What follows belongs to an exercise in optimizing a design on an open flow for small area; a production flow would make more cautious choices.
The RTL was checked by simulation tests, not by an equivalence proof against the original design.
Power figures rest on the tool's default switching activity, not on a simulated workload.

==> job 7577 <==
==> flow/design.v <==
module gate_seq_ctrl #(
    parameter int unsigned INPUT_SZ  = 16,
    parameter int unsigned HIDDEN_SZ = 16,
    parameter int unsigned QN        = 6,
    parameter int unsigned QM        = 11,
    parameter int unsigned TIMEOUT   = 1024,
    localparam int unsigned BITWIDTH        = QN + QM + 1,
    localparam int unsigned LAYER_BITWIDTH  = BITWIDTH * HIDDEN_SZ,
    localparam int unsigned ADDR_BITWIDTH_X = $clog2(INPUT_SZ),
    localparam int unsigned ADDR_BITWIDTH   = $clog2(HIDDEN_SZ),
    localparam int unsigned STEP_W          = 16
) (
    input  logic                       clock,
    input  logic                       reset,
    input  logic                       cfg_start,
    input  logic [STEP_W-1:0]          num_steps,
    input  logic                       wt_valid,
    input  logic [LAYER_BITWIDTH-1:0]  wt_data,
    output logic                       wt_ready,
    output logic                       writeEn_X,
    output logic                       writeEn_Y,
    output logic [ADDR_BITWIDTH_X-1:0] colAddressWrite_X,
    output logic [ADDR_BITWIDTH-1:0]   colAddressWrite_Y,
    output logic [LAYER_BITWIDTH-1:0]  weightMemInput_X,
    output logic [LAYER_BITWIDTH-1:0]  weightMemInput_Y,
    input  logic                       step_valid,
    output logic                       step_ready,
    output logic                       beginCalc,
    input  logic                       dataReady_gate,
    input  logic [LAYER_BITWIDTH-1:0]  gateOutput,
    output logic                       out_valid,
    output logic [LAYER_BITWIDTH-1:0]  out_data,
    input  logic                       out_ready,
    output logic                       busy,
    output logic                       done,
    output logic                       err
);
    localparam int unsigned CW = $clog2(TIMEOUT);
    logic sLoad, sCalc, sHold, sDone, we;
    logic sWait, idle;
    logic [CW-1:0]     cnt;    
    logic [STEP_W-1:0] rem;    
    logic [LAYER_BITWIDTH-1:0] data;
    assign idle  = ~busy;
    assign sWait = busy & ~(sLoad | sCalc | sHold | sDone);
    logic acc, lastBeat, remZero, wdogEnd, timeout, stepAcc, outAcc;
    assign acc      = sLoad & wt_valid;
    assign lastBeat = acc & (cnt[4:1] == 4'hF) & (cnt[0] ^ we);
    assign remZero  = (rem == '0);
    assign wdogEnd  = &cnt;
    assign timeout  = sCalc & ~dataReady_gate & wdogEnd;
    assign stepAcc  = sWait & step_valid;
    assign outAcc   = sHold & out_ready;
    logic [STEP_W:0] remT;
    always_comb begin
        remT[0] = stepAcc;
        for (int i = 0; i < STEP_W; i++) remT[i+1] = remT[i] & ~rem[i];
    end
    always_ff @(posedge clock or negedge reset) begin
        if (!reset) begin
            busy  <= 1'b0;
            sLoad <= 1'b0;
            sCalc <= 1'b0;
            sHold <= 1'b0;
            sDone <= 1'b0;
            we    <= 1'b0;
            err   <= 1'b0;
        end else begin
            busy  <= busy ? ~sDone : cfg_start;
            sLoad <= (idle & cfg_start) | (sLoad & ~lastBeat);
            sCalc <= stepAcc | (sCalc & ~dataReady_gate & ~wdogEnd);
            sHold <= (sCalc & dataReady_gate) | (sHold & ~out_ready);
            sDone <= ((lastBeat | outAcc) & remZero) | timeout;
            we    <= acc;
            err   <= (idle & cfg_start) ? 1'b0 : (err | timeout);
        end
    end
    always_ff @(posedge clock) begin
        if (idle || sWait)
            cnt <= '0;
        else
            cnt <= cnt + (sLoad ? CW'(we) : CW'(1));
        rem <= idle ? num_steps : (rem ^ remT[STEP_W-1:0]);
        data <= ({LAYER_BITWIDTH{sLoad}} & wt_data)
              | ({LAYER_BITWIDTH{sCalc}} & gateOutput)
              | ({LAYER_BITWIDTH{sHold}} & data);
    end
    assign wt_ready          = sLoad;
    assign writeEn_X         = we & ~cnt[4];
    assign writeEn_Y         = we &  cnt[4];
    assign colAddressWrite_X = cnt[ADDR_BITWIDTH_X-1:0];
    assign colAddressWrite_Y = cnt[ADDR_BITWIDTH-1:0];
    assign weightMemInput_X  = data;
    assign weightMemInput_Y  = data;
    assign out_data          = data;
    assign step_ready        = sCalc & (cnt == '0);
    assign beginCalc         = step_ready;
    assign out_valid         = sHold;
    assign done              = sDone;
endmodule
==> flow/flow/run.sh <==
#!/bin/bash
# The standard layout, with these changes to how it is made:
#  - every port is buffered by the smallest buffer (sky130_fd_sc_hd__buf_1)
#    instead of the one buffer_ports picks by default;
#  - clock tree: clkbuf_4 buffers, sinks clustered in groups of up to 8
#    within 60 um, and no dummy loads.
set -euo pipefail
bash standard.sh \
  BUFFER_PORTS_ARGS="-buffer_cell sky130_fd_sc_hd__buf_1" \
  CTS_ARGS="-sink_clustering_enable -repair_clock_nets -dont_use_dummy_load -buf_list sky130_fd_sc_hd__clkbuf_4 -sink_clustering_size 8 -sink_clustering_max_diameter 60" \
  finish > standard_flow.log 2>&1
==> flow/standard.sh <==
#!/bin/bash
# synth_recipe.tcl (not shown) runs the flow's synth.tcl, then flattens the netlist and writes it again
# the make line also repeats each setting of config.mk as NAME=value (left out here)
make -C /OpenROAD-flow-scripts/flow DESIGN_CONFIG=/design/flow/config.mk WORK_HOME=/design/flow/orfs CLKGATE_MAP_FILE= SYNTH_SCRIPT=/design/flow/synth_recipe.tcl "${@:-finish}"
==> flow/config.mk <==
export PLATFORM = sky130hd
export DESIGN_NAME = gate_seq_ctrl
export DESIGN_NICKNAME = gate_seq_ctrl
export VERILOG_FILES = /design/flow/design.v
export SDC_FILE = /design/flow/constraint.sdc
export NUM_CORES = 4
export LEC_CHECK = 0
export CAP_MARGIN = 20
export CORE_AREA = 150 150 360 360
export DIE_AREA = 0 0 510 510
export PLACE_DENSITY = 0.8
export SLEW_MARGIN = 20
==> flow/constraint.sdc <==
create_clock -name core_clock -period 5.0 [get_ports {clock}]
set_input_delay 1.0000 -clock core_clock [delete_from_list [all_inputs] [get_ports {clock}]]
set_output_delay 1.0000 -clock core_clock [all_outputs]
set_load 0.01 [all_outputs]
==> job 5471 (differences from job 7577) <==
--- a/flow/design.v
+++ b/flow/design.v
@@ -37,5 +37,5 @@
 );
     localparam int unsigned CW = $clog2(TIMEOUT);
-    logic sLoad, sCalc, sHold, sDone, we;
+    logic sLoad, sCalc, sHold, sDone, bc, we;
     logic sWait, idle;
     logic [CW-1:0]     cnt;    
@@ -46,5 +46,5 @@
     logic acc, lastBeat, remZero, wdogEnd, timeout, stepAcc, outAcc;
     assign acc      = sLoad & wt_valid;
-    assign lastBeat = acc & (cnt[4:1] == 4'hF) & (cnt[0] ^ we);
+    assign lastBeat = acc & (cnt[4:0] == 5'd30);
     assign remZero  = (rem == '0);
     assign wdogEnd  = &cnt;
@@ -52,9 +52,4 @@
     assign stepAcc  = sWait & step_valid;
     assign outAcc   = sHold & out_ready;
-    logic [STEP_W:0] remT;
-    always_comb begin
-        remT[0] = stepAcc;
-        for (int i = 0; i < STEP_W; i++) remT[i+1] = remT[i] & ~rem[i];
-    end
     always_ff @(posedge clock or negedge reset) begin
         if (!reset) begin
@@ -64,4 +59,5 @@
             sHold <= 1'b0;
             sDone <= 1'b0;
+            bc    <= 1'b0;
             we    <= 1'b0;
             err   <= 1'b0;
@@ -72,4 +68,5 @@
             sHold <= (sCalc & dataReady_gate) | (sHold & ~out_ready);
             sDone <= ((lastBeat | outAcc) & remZero) | timeout;
+            bc    <= stepAcc;
             we    <= acc;
             err   <= (idle & cfg_start) ? 1'b0 : (err | timeout);
@@ -77,9 +74,14 @@
     end
     always_ff @(posedge clock) begin
-        if (idle || sWait)
+        if (idle)
+            cnt <= '1;
+        else if (sWait)
             cnt <= '0;
-        else
-            cnt <= cnt + (sLoad ? CW'(we) : CW'(1));
-        rem <= idle ? num_steps : (rem ^ remT[STEP_W-1:0]);
+        else if (!(sLoad && !wt_valid))
+            cnt <= cnt + 1'b1;
+        if (idle)
+            rem <= num_steps;
+        else if (stepAcc)
+            rem <= rem - 1'b1;
         data <= ({LAYER_BITWIDTH{sLoad}} & wt_data)
               | ({LAYER_BITWIDTH{sCalc}} & gateOutput)
@@ -94,6 +96,6 @@
     assign weightMemInput_Y  = data;
     assign out_data          = data;
-    assign step_ready        = sCalc & (cnt == '0);
-    assign beginCalc         = step_ready;
+    assign step_ready        = bc;
+    assign beginCalc         = bc;
     assign out_valid         = sHold;
     assign done              = sDone;
==> flow/run.sh (new file) <==
#!/bin/bash
# synth_recipe.tcl (not shown) runs the flow's synth.tcl, then flattens the netlist and writes it again
# the make line also repeats each setting of config.mk as NAME=value (left out here)
make -C /OpenROAD-flow-scripts/flow DESIGN_CONFIG=/design/flow/config.mk WORK_HOME=/design/flow/orfs CLKGATE_MAP_FILE= SYNTH_SCRIPT=/design/flow/synth_recipe.tcl finish
- CORE_AREA: 150 150 360 360 -> 3 3 507 507
- PLACE_DENSITY: 0.8 -> default
removed: flow/flow/run.sh
removed: flow/standard.sh
==> job 654 (differences from job 7577) <==
--- a/flow/design.v
+++ b/flow/design.v
@@ -37,5 +37,5 @@
 );
     localparam int unsigned CW = $clog2(TIMEOUT);
-    logic sLoad, sCalc, sHold, sDone, we;
+    logic sLoad, sCalc, sHold, sDone, bc, we;
     logic sWait, idle;
     logic [CW-1:0]     cnt;    
@@ -46,5 +46,5 @@
     logic acc, lastBeat, remZero, wdogEnd, timeout, stepAcc, outAcc;
     assign acc      = sLoad & wt_valid;
-    assign lastBeat = acc & (cnt[4:1] == 4'hF) & (cnt[0] ^ we);
+    assign lastBeat = acc & (cnt[4:0] == 5'd30);
     assign remZero  = (rem == '0);
     assign wdogEnd  = &cnt;
@@ -64,4 +64,5 @@
             sHold <= 1'b0;
             sDone <= 1'b0;
+            bc    <= 1'b0;
             we    <= 1'b0;
             err   <= 1'b0;
@@ -72,4 +73,5 @@
             sHold <= (sCalc & dataReady_gate) | (sHold & ~out_ready);
             sDone <= ((lastBeat | outAcc) & remZero) | timeout;
+            bc    <= stepAcc;
             we    <= acc;
             err   <= (idle & cfg_start) ? 1'b0 : (err | timeout);
@@ -77,8 +79,10 @@
     end
     always_ff @(posedge clock) begin
-        if (idle || sWait)
+        if (idle)
+            cnt <= '1;
+        else if (sWait)
             cnt <= '0;
-        else
-            cnt <= cnt + (sLoad ? CW'(we) : CW'(1));
+        else if (!(sLoad && !wt_valid))
+            cnt <= cnt + 1'b1;
         rem <= idle ? num_steps : (rem ^ remT[STEP_W-1:0]);
         data <= ({LAYER_BITWIDTH{sLoad}} & wt_data)
@@ -94,6 +98,6 @@
     assign weightMemInput_Y  = data;
     assign out_data          = data;
-    assign step_ready        = sCalc & (cnt == '0);
-    assign beginCalc         = step_ready;
+    assign step_ready        = bc;
+    assign beginCalc         = bc;
     assign out_valid         = sHold;
     assign done              = sDone;
==> flow/flow/run.sh (replaced) <==
#!/bin/bash
# The standard layout, with these changes to how it is made:
#  - every port is buffered by the smallest buffer (sky130_fd_sc_hd__buf_1)
#    instead of the one buffer_ports picks by default;
#  - pins may sit on adjacent routing tracks, so a smaller die fits them;
#  - clock tree: clkbuf_8 buffers, sinks clustered in groups of up to 20
#    within 50 um, and no dummy loads.
set -euo pipefail
bash standard.sh \
  BUFFER_PORTS_ARGS="-buffer_cell sky130_fd_sc_hd__buf_1" \
  PLACE_PINS_ARGS="-min_distance 1 -min_distance_in_tracks" \
  CTS_ARGS="-sink_clustering_enable -repair_clock_nets -dont_use_dummy_load -buf_list sky130_fd_sc_hd__clkbuf_8 -sink_clustering_size 20 -sink_clustering_max_diameter 50" \
  finish > standard_flow.log 2>&1
- CORE_AREA: 150 150 360 360 -> 3 3 247 247
- DIE_AREA: 0 0 510 510 -> 0 0 250 250
- PLACE_DENSITY: 0.8 -> default
==> summary.md <==
| Metric | Value |
|---|---|
| CTS buffer count | `51` |
| DPL Wire Length | `around 190000 µm` |
| Status | `timing/DRC/antenna clean` |
| XOR/XNOR Fraction of Synth Area | `1.03%` |
| Critical Path RT | `approximately 4.0 ns` |
| Total power draw | `13300 µW` |
| GP Congestion | `0.948` |
| Power Clock | `between 3000 and 4000 µW` |
| Post-Layout Cell Count | `a little over 6000` |
-- figures above: job 5471

==> summary.md <==
| Metric | Value |
|---|---|
| XOR/XNOR Fraction of Synth Area | `less than 1%` |
| WL final | `around 380000 µm` |
| Met1 GRT Util | `roughly 15%` |
| R2r setup slk | `1.21 ns` |
| Status | `timing/DRC/antenna clean` |
| DIE AREA | `around 0.26 mm²` |
| Buf+Inv Stages, Crit Path | `0` |
| Total power draw | `roughly 15000 µW` |
| Post-Layout Cell Count | `3284` |
| DPL Wire Length | `~360000 µm` |
| Final non-clock buffer share | `roughly 31%` |
| DR WL met3 | `~90000 µm` |
| Critical Path RT | `between 5 and 6 ns` |
-- figures above: job 7577

==> summary.md <==
| Metric | Value |
|---|---|
| Status | `timing/DRC/antenna clean` |
| GP Congestion | `around 1.1` |
| Flops & latches, synth | `between 300 and 400` |
| HP Class | `input pin to asynchronous set/reset pin` |
| Final hold violations | `0` |
| Final Cycle Share | `81.5%` |
| Total power draw | `just over 8000 µW` |
| Cell family with most CP delay | `adder cells` |
| DPL Wire Length | `between 70000 and 80000 µm` |
| XOR/XNOR Fraction of Synth Area | `0.487%` |
| Critical Path RT | `5.50 ns` |
| GRT Resource Usage Total | `between 20% and 30%` |
| CTS buffer count | `46` |
| Clock Skews | `~0.071 ns` |
-- figures above: job 654

==> separate check: timing with driven ports <==
The flow's constraints put no driver on any port. The routed layouts listed below were extracted and timed again, unchanged, in two steps. Step 1: set_driving_cell puts a clkbuf_16 on clock and a buf_2 on each other input, an assumption about the parent block. Step 2 moves the port delays by t, midway between the first and last clock arrival at a register: inputs arrive t later, outputs are due t later. That takes back most of the time a late clock gives input paths. Slacks: ideal ports / drivers / drivers and shift; pairs: ideal ports / drivers.
run	shift t [ns]	slack for setup (ns)	worst register clock-pin slew, ns
job 7577	0.786	1.215 / 1.215 / 0.523	0.10 / 0.10
job 5471	0.757	1.491 / 1.419 / 1.882	0.08 / 0.08
job 654	0.641	0.923 / 0.923 / 0.590	0.10 / 0.10
After both steps every run listed still meets setup and hold. The setup slack of job 7577, which loses most, moves by 0.000 ns with the drivers and by -0.692 ns with both steps.
